Background: an optimization exercise with open tools, aiming at small area. Do not read the settings as production practice. RTL that was checked went through simulation tests only; none was proved equivalent to the original. Power and IR drop assume default switching activity.

==> flow/design.v (excerpt) <==
module uart_alu_top #(
  parameter int PRESCALE   = 33,
  parameter int DATA_WIDTH = 8
) (
  input  logic clk,
  input  logic rst,
  input  logic rxd,
  output logic txd
);
  logic [5:0] ph;    
  logic [1:0] c3;    
  logic       h;     
  logic       pend;  
  logic       hi;    
  assign pend = ph[5] && ph[3] && ph[1] && ph[0];
  assign hi   = ph[5];
  always_ff @(posedge clk) begin
    ph <= pend ? 6'd0 : ph + 6'd1;
    if (pend) begin
      if (c3 == 2'd2) begin
        c3 <= 2'd0;
        h  <= ~h;
      end else begin
        c3 <= c3 + 2'd1;
      end
    end
  end
  logic [43:0] a, b;
  logic        a_in, b_in;
  logic        db;     
  always_ff @(posedge clk) begin
    a  <= {a_in, a[43:1]};
    b  <= {b_in, b[43:1]};
    db <= b[0];
  end
  logic r_bit;
  always_comb begin
    unique case (ph[4:3])
      2'd0: r_bit = b[32];
      2'd1: r_bit = b[24];
      2'd2: r_bit = b[16];
      default: r_bit = b[8];
    endcase
  end
  localparam logic [3:0] RX_IDLE = 4'd0, RX_START = 4'd1, RX_STOP = 4'd2, RX_WAITH = 4'd3;
  logic [3:0] rx_st;
  logic       rx_ph;      
  logic       rx_pass;    
  logic       rx_samp;    
  logic       got;        
  assign rx_pass = (c3 == 2'd0) && (h == rx_ph);
  assign rx_samp = rx_pass && rx_st[3] && hi && !ph[3] && (ph[2:0] == rx_st[2:0]);
  assign got     = rx_pass && pend && (rx_st == RX_STOP) && rxd;
  always_ff @(posedge clk) begin
    if (rst) begin
      rx_st <= RX_IDLE;
    end else if (rx_st == RX_IDLE) begin
      if (!rxd) begin
        rx_st <= RX_START;
        rx_ph <= ~h;
      end
    end else if (rx_st == RX_WAITH) begin
      if (rxd) rx_st <= RX_IDLE;
    end else if (rx_pass && pend) begin
      if (rx_st == RX_START)      rx_st <= 4'd8;
      else if (rx_st == 4'd15)    rx_st <= RX_STOP;
      else if (rx_st == RX_STOP)  rx_st <= rxd ? RX_IDLE : RX_WAITH;
      else                        rx_st <= rx_st + 4'd1;
    end
  end
  ...
Settings: LEC_CHECK=0, CAP_MARGIN=20, CORE_MARGIN=2, CORE_UTILIZATION=75, SLEW_MARGIN=20; clock period 10.0 ns.
standard.sh (not shown) runs the stock make flow with config.mk's settings and CLKGATE_MAP_FILE= SYNTH_SCRIPT=/design/flow/synth_recipe.tcl, a recipe that flattens the netlist after the stock synthesis.
==> flow/flow/run.sh <==
#!/bin/bash
set -uo pipefail
WD=$(pwd)
RES=$WD/orfs/results/${FLOW_PLATFORM}/uart_alu_top/base
LIB=$FLOW_HOME/platforms/${FLOW_PLATFORM}/lib/sky130_fd_sc_hd__tt_025C_1v80.lib
YOSYS=$(command -v yosys || echo "$FLOW_HOME/../tools/install/yosys/bin/yosys")

# 1. standard synthesis only
bash standard.sh "$RES/1_2_yosys.v" > standard_synth.log 2>&1 || exit 1
cp "$RES/1_2_yosys.v" synth_standard.v

# 2. area re-map of the combinational logic
sed -e "s#@LIB@#$LIB#g" -e "s#@IN@#$WD/synth_standard.v#g" -e "s#@OUT@#$WD/synth_remap.v#g" \
    -e "s#@ABC@#$WD/flow/area.abc#g" -e "s#@TOP@#$FLOW_TOP#g" flow/remap.ys > remap.ys
"$YOSYS" -l remap.log -s remap.ys > /dev/null 2>&1 || exit 1
cp synth_remap.v "$RES/1_2_yosys.v"
touch "$RES/1_2_yosys.v"

# 3. the rest of the standard flow, with a lighter clock tree
export CTS_ARGS="-sink_clustering_enable -repair_clock_nets -buf_list sky130_fd_sc_hd__clkbuf_4 -dont_use_dummy_load"
bash standard.sh > standard.log 2>&1
==> flow/flow/area.abc <==
strash
&get -n
&st
&syn2
&dch -f
&nf -a -R 1000
&st
&syn2
&dch -f
&nf -a -R 1000
&put
==> flow/flow/remap.ys <==
# Re-map the combinational cells of the standard synthesis netlist for area.
# Sequential cells are black boxes, so registers pass through untouched.
read_liberty -ignore_miss_func @LIB@
blackbox =*__df* =*__edf* =*__sdf* =*__sedf* =*__dl* =*__sdl* =*lpflow*
read_verilog @IN@
hierarchy -top @TOP@
flatten
opt_clean -purge
abc -liberty @LIB@ -script @ABC@ -dont_use sky130_fd_sc_hd__probe_p_8 -dont_use sky130_fd_sc_hd__probec_p_8 -dont_use *lpflow*
opt_clean -purge
hierarchy -top @TOP@
delete =sky130_fd_sc_hd__*
rename -hide w:*.*
opt_clean -purge
stat
write_verilog -noattr -nohex -nodec @OUT@
The starting point finished with timing, DRC and antenna clean.
Edit:
- CORE_UTILIZATION: 75 -> 40
The changed run finished clean.
Setup slack barely changes.
Global-route usage is lower by 15 points.
Synthesized cell count does not change.
Sequential share of layout area is lower by 0.88 points.
Final area is higher by 1.4%.
Power stays flat.
Maximum frequency barely changes.
Critical path depth is unchanged.
Clock power hardly moves.
Edit:
- CORE_UTILIZATION: 40 -> 60
The new run finished clean.
Setup slack improved by 43 ps.
Hold slack gains 12 ps.
Synthesized cell count is unchanged.
Total power goes down slightly.
Critical path depth does not change.
Wire length drops by a few percent.
Cell count came out lower by a little under a tenth.
Clock skew is lower by 9.7 ps.
Sequential share of layout area came out higher by 0.72 points.
No functional check of the RTL was part of any run of this note.

========
## wip/juniper
The RTL this note starts from:
==> flow/design.v <==
package uart_alu_pkg;
  localparam int HEADER_BYTES = 4;
  localparam logic [7:0] OP_ECHO  = 8'hEC;
  localparam logic [7:0] OP_ADD32 = 8'hAD;
  localparam logic [7:0] OP_MUL32 = 8'h88;
  typedef enum logic [2:0] {
    ST_IDLE,
    ST_RSV,
    ST_LEN_LO,
    ST_LEN_HI,
    ST_PAYLOAD,
    ST_RESULT
  } state_e;
  function automatic logic [31:0] alu_apply(input logic [7:0]  op,
                                            input logic [31:0] acc,
                                            input logic [31:0] operand);
    alu_apply = (op == OP_MUL32) ? acc * operand : acc + operand;
  endfunction
endpackage
module uart_alu_top #(
  parameter int PRESCALE   = 33,
  parameter int DATA_WIDTH = 8
) (
  input  logic clk,
  input  logic rst,
  input  logic rxd,
  output logic txd
);
  logic [5:0] ph;    
  logic [1:0] c3;    
  logic       h;     
  logic       pend;  
  logic       hi;    
  assign pend = ph[5] && ph[3] && ph[1] && ph[0];
  assign hi   = ph[5];
  always_ff @(posedge clk) begin
    ph <= pend ? 6'd0 : ph + 6'd1;
    if (pend) begin
      if (c3 == 2'd2) begin
        c3 <= 2'd0;
        h  <= ~h;
      end else begin
        c3 <= c3 + 2'd1;
      end
    end
  end
  logic [43:0] a, b;
  logic        a_in, b_in;
  logic        db;     
  always_ff @(posedge clk) begin
    a  <= {a_in, a[43:1]};
    b  <= {b_in, b[43:1]};
    db <= b[0];
  end
  logic r_bit;
  always_comb begin
    unique case (ph[4:3])
      2'd0: r_bit = b[32];
      2'd1: r_bit = b[24];
      2'd2: r_bit = b[16];
      default: r_bit = b[8];
    endcase
  end
  localparam logic [3:0] RX_IDLE = 4'd0, RX_START = 4'd1, RX_STOP = 4'd2, RX_WAITH = 4'd3,
                         RX_BP = 4'd4, RX_BP2 = 4'd5;
  logic [3:0] rx_st;
  logic       rx_ph;      
  logic       rx_pass;    
  logic       rx_samp;    
  assign rx_pass = (c3 == 2'd0) && (h == rx_ph);
  assign rx_samp = rx_pass && rx_st[3] && hi && !ph[3] && (ph[2:0] == rx_st[2:0]);
  always_ff @(posedge clk) begin
    if (rst) begin
      rx_st <= RX_IDLE;
    end else if (rx_st == RX_IDLE) begin
      if (!rxd) begin
        rx_st <= RX_START;
        rx_ph <= ~h;
      end
    end else if (rx_st == RX_WAITH) begin
      if (rxd) rx_st <= RX_IDLE;
    end else if (rx_st[3:1] == 3'b010) begin
      if (pend) rx_st <= (rx_st == RX_BP) ? RX_BP2 : RX_IDLE;
    end else if (rx_pass && pend) begin
      if (rx_st == RX_START)      rx_st <= 4'd8;
      else if (rx_st == 4'd15)    rx_st <= RX_STOP;
      else if (rx_st == RX_STOP)  rx_st <= rxd ? RX_BP : RX_WAITH;
      else                        rx_st <= rx_st + 4'd1;
    end
  end
  localparam logic [1:0] P_HDR = 2'd0, P_PAY = 2'd1, P_RES = 2'd2;
  logic [1:0] pst;
  logic       bp;           
  logic       bp2;          
  assign bp  = (rx_st == RX_BP);
  assign bp2 = (rx_st == RX_BP2);
  logic       fe, fa, fm;   
  logic [1:0] idx;          
  logic       mul;          
  logic       bk;           
  logic       ep;           
  logic       cy, brw;
  localparam logic [7:0] K_ECHO = 8'hEC, K_ADD = 8'hAD, K_MUL = 8'h88;
  logic op_pass, rsv_pass, llo_pass, lhi_pass, pay_pass, dec2;
  assign op_pass  = bp && (pst == P_HDR) && (idx == 2'd0);
  assign rsv_pass = bp && (pst == P_HDR) && (idx == 2'd1);
  assign llo_pass = bp && (pst == P_HDR) && (idx == 2'd2);
  assign lhi_pass = bp && (pst == P_HDR) && (idx == 2'd3);
  assign pay_pass = bp && (pst == P_PAY);
  assign dec2     = bp2 && (pst == P_PAY || idx == 2'd3);
  logic lval, dsub, diff_a, bout_a, diff_b, bout_b;
  assign lval   = (lhi_pass && ph[3]) ? b[36] : a[0];
  assign dsub   = (ph[3:0] == 4'd0) || (lhi_pass && ph[3:0] == 4'd2);
  assign diff_a = lval ^ dsub ^ brw;
  assign bout_a = (!lval && (dsub || brw)) || (dsub && brw);
  assign diff_b = b[0] ^ brw;
  assign bout_b = !b[0] && brw;
  logic y, sum;
  always_comb begin
    if (pay_pass && fa) y = (ph[4:3] == idx) && r_bit;
    else if (mul)       y = bk && b[0];
    else                y = 1'b0;
  end
  assign sum = a[0] ^ y ^ cy;
  localparam logic [3:0] TX_IDLE = 4'd0, TX_START = 4'd1, TX_STOP = 4'd2,
                         TX_MUL1 = 4'd4, TX_MUL2 = 4'd5;
  logic [3:0] tx_st;
  logic       txq;
  logic       tx_tick, req_res, req, tx_shift;
  assign tx_tick  = pend && h && (c3 == 2'd2);
  assign mul      = (tx_st[3:1] == 3'b010);
  assign req_res  = (pst == P_RES);
  assign req      = ep || req_res;
  assign tx_shift = !h && (c3 == 2'd0) && tx_st[3];
  assign txd      = txq;
  always_comb begin
    if (hi) begin
      if (llo_pass && !ph[3])          a_in = b[0];
      else if (lhi_pass || pay_pass)   a_in = diff_a;
      else                             a_in = a[0];
    end else begin
      if (tx_shift)                    a_in = (ph[4:0] != 5'd31) && a[1];
      else if (rsv_pass)               a_in = (ph[4:0] == 5'd0) && fm;
      else if (pay_pass && fe)         a_in = r_bit;
      else if (pay_pass && fm && idx == 2'd0) a_in = 1'b0;
      else                             a_in = sum;
    end
  end
  always_comb begin
    if (hi && !ph[3]) begin
      if (rx_samp)                     b_in = rxd;
      else if (mul)                    b_in = (ph[2:0] != 3'd7) && b[1];
      else                             b_in = b[0];
    end else if (hi) begin
      if (lhi_pass)                    b_in = b[40];
      else if (dec2)                   b_in = diff_b;
      else                             b_in = b[0];
    end else begin
      if (pay_pass && fm && idx == 2'd0) b_in = a[0];
      else if (mul)                    b_in = (ph[4:0] != 5'd0) && db;
      else                             b_in = b[0];
    end
  end
  always_ff @(posedge clk) begin
    cy <= hi ? 1'b0 : (a[0] & y) | (a[0] & cy) | (y & cy);
    if (hi && (lhi_pass || pay_pass))  brw <= bout_a;
    else if (hi && ph[3] && dec2)      brw <= bout_b;
    else if (!bp && !bp2)              brw <= 1'b0;
    if (pend) bk <= b[33];
    if (op_pass) begin
      if (ph == 6'd0) begin
        fe <= 1'b1; fa <= 1'b1; fm <= 1'b1;
      end else if (hi && !ph[3]) begin
        if (b[0] != K_ECHO[ph[2:0]]) fe <= 1'b0;
        if (b[0] != K_ADD[ph[2:0]])  fa <= 1'b0;
        if (b[0] != K_MUL[ph[2:0]])  fm <= 1'b0;
      end
    end
  end
  always_ff @(posedge clk) begin
    if (rst) begin
      pst   <= P_HDR;
      idx   <= 2'd0;
      ep    <= 1'b0;
      tx_st <= TX_IDLE;
      txq   <= 1'b1;
    end else begin
      if (pend) begin
        if (pay_pass && fm) tx_st <= TX_MUL1;
        else if (mul && c3 == 2'd0 && h != rx_ph) tx_st <= (tx_st == TX_MUL1) ? TX_MUL2 : TX_IDLE;
        if (pay_pass && fe) ep <= 1'b1;
        if (bp2) begin
          if (pst == P_HDR) begin
            idx <= idx + 2'd1;
            if (idx == 2'd3) pst <= bout_b ? ((fa || fm) ? P_RES : P_HDR) : P_PAY;
          end else if (pst == P_PAY) begin
            if (bout_b) begin
              idx <= 2'd0;
              pst <= (fa || fm) ? P_RES : P_HDR;
            end else begin
              idx <= idx + 2'd1;
            end
          end
        end
      end
      if (tx_tick) begin
        unique case (tx_st)
          TX_IDLE, TX_STOP: begin
            if (req) begin
              txq   <= 1'b0;
              tx_st <= TX_START;
              ep    <= 1'b0;
              if (req_res) begin
                idx <= idx + 2'd1;
                if (idx == 2'd3) pst <= P_HDR;
              end
            end else begin
              tx_st <= TX_IDLE;
            end
          end
          TX_MUL1, TX_MUL2: ;
          TX_START: begin
            txq   <= a[1];
            tx_st <= 4'd8;
          end
          4'd15: begin
            txq   <= 1'b1;
            tx_st <= TX_STOP;
          end
          default: begin
            txq   <= a[1];
            tx_st <= tx_st + 4'd1;
          end
        endcase
      end
    end
  end
endmodule
export LEC_CHECK = 0
export CAP_MARGIN = 20
export CORE_MARGIN = 2
export CORE_UTILIZATION = 70
export SLEW_MARGIN = 20
create_clock -name core_clock -period 10.0 [get_ports {clk}]
Scripts as last shown in full above: flow/flow/run.sh, flow/flow/area.abc, flow/flow/remap.ys
The flow did not stop early for wip/juniper: all stages ran, and the layout cleared the timing, design-rule and antenna checks.
--- input diff wip/juniper..wip/tundra ---
--- a/flow/flow/run.sh
+++ b/flow/flow/run.sh
@@ -15,3 +15,9 @@
-"$YOSYS" -l remap.log -s remap.ys > /dev/null 2>&1 || exit 1
-cp synth_remap.v "$RES/1_2_yosys.v"
-touch "$RES/1_2_yosys.v"
+# keep the standard netlist if the re-map fails or changes the register count
+nregs() { grep -cE '^ *sky130_fd_sc_hd__(e|s|se)?df' "$1"; }
+if "$YOSYS" -l remap.log -s remap.ys > /dev/null 2>&1 && [[ -s synth_remap.v ]] \
+   && [[ $(nregs synth_remap.v) -eq $(nregs synth_standard.v) ]]; then
+  cp synth_remap.v "$RES/1_2_yosys.v"
+  touch "$RES/1_2_yosys.v"
+else
+  echo "re-map not used" > remap_skipped.txt
+fi
==> flow/flow/area.abc <==
strash
&get -n
&st
&deepsyn -T 40
&dch -f
&nf -a -R 2000
&put
Results
No stage failed in wip/tundra, and the final checks on the layout all came back clean.
Of wip/juniper and wip/tundra, the run reporting the higher sequential logic power was wip/tundra.
wip/tundra vs. wip/juniper: proportion of power drawn by flip-flops and latches went down 1.3 points, count of plain and timing-repair buffers saw an increase.
Changes observed in wip/tundra relative to wip/juniper: number of cells on the critical path dropped 6; wire length dropped about 11%.

port drivers added, routing unchanged:
The results above use ideal ports. As a check the final layouts listed here were re-extracted and re-timed, cells and wires unchanged.
Step 1: set_driving_cell puts a clkbuf_16 on clk and a buf_2 on each other input, an assumption about the parent block.
Step 2 also shifts input and output timing later by t, the mid clock arrival at the registers, as if the neighbouring blocks saw the same clock.
Three values: no drivers, after step 1, after step 2; two values: the first two.
| run | t, ns | slack for setup (ns) | latest minus earliest clock arrival (ns) | slew at the worst register clock pin (ns) |
|---|---|---|---|---|
| the first run of note 1 | 0.513 | 6.649 / 6.622 / 6.393 | 0.032 / 0.032 | 0.10 / 0.10 |
| the second run of note 1 | 0.496 | 6.648 / 6.620 / 6.397 | 0.055 / 0.056 | 0.12 / 0.12 |
| the third run of note 1 | 0.489 | 6.691 / 6.661 / 6.414 | 0.048 / 0.049 | 0.11 / 0.11 |
| wip/juniper | 0.499 | 6.427 / 6.435 / 5.936 | 0.037 / 0.037 | 0.10 / 0.10 |
| wip/tundra | 0.521 | 6.639 / 6.611 / 6.565 | 0.041 / 0.040 | 0.10 / 0.10 |
After both steps setup and hold are still met in every run listed. For wip/juniper, which loses most, drivers alone change the setup slack by +0.008 ns; drivers and shift together by -0.491 ns.
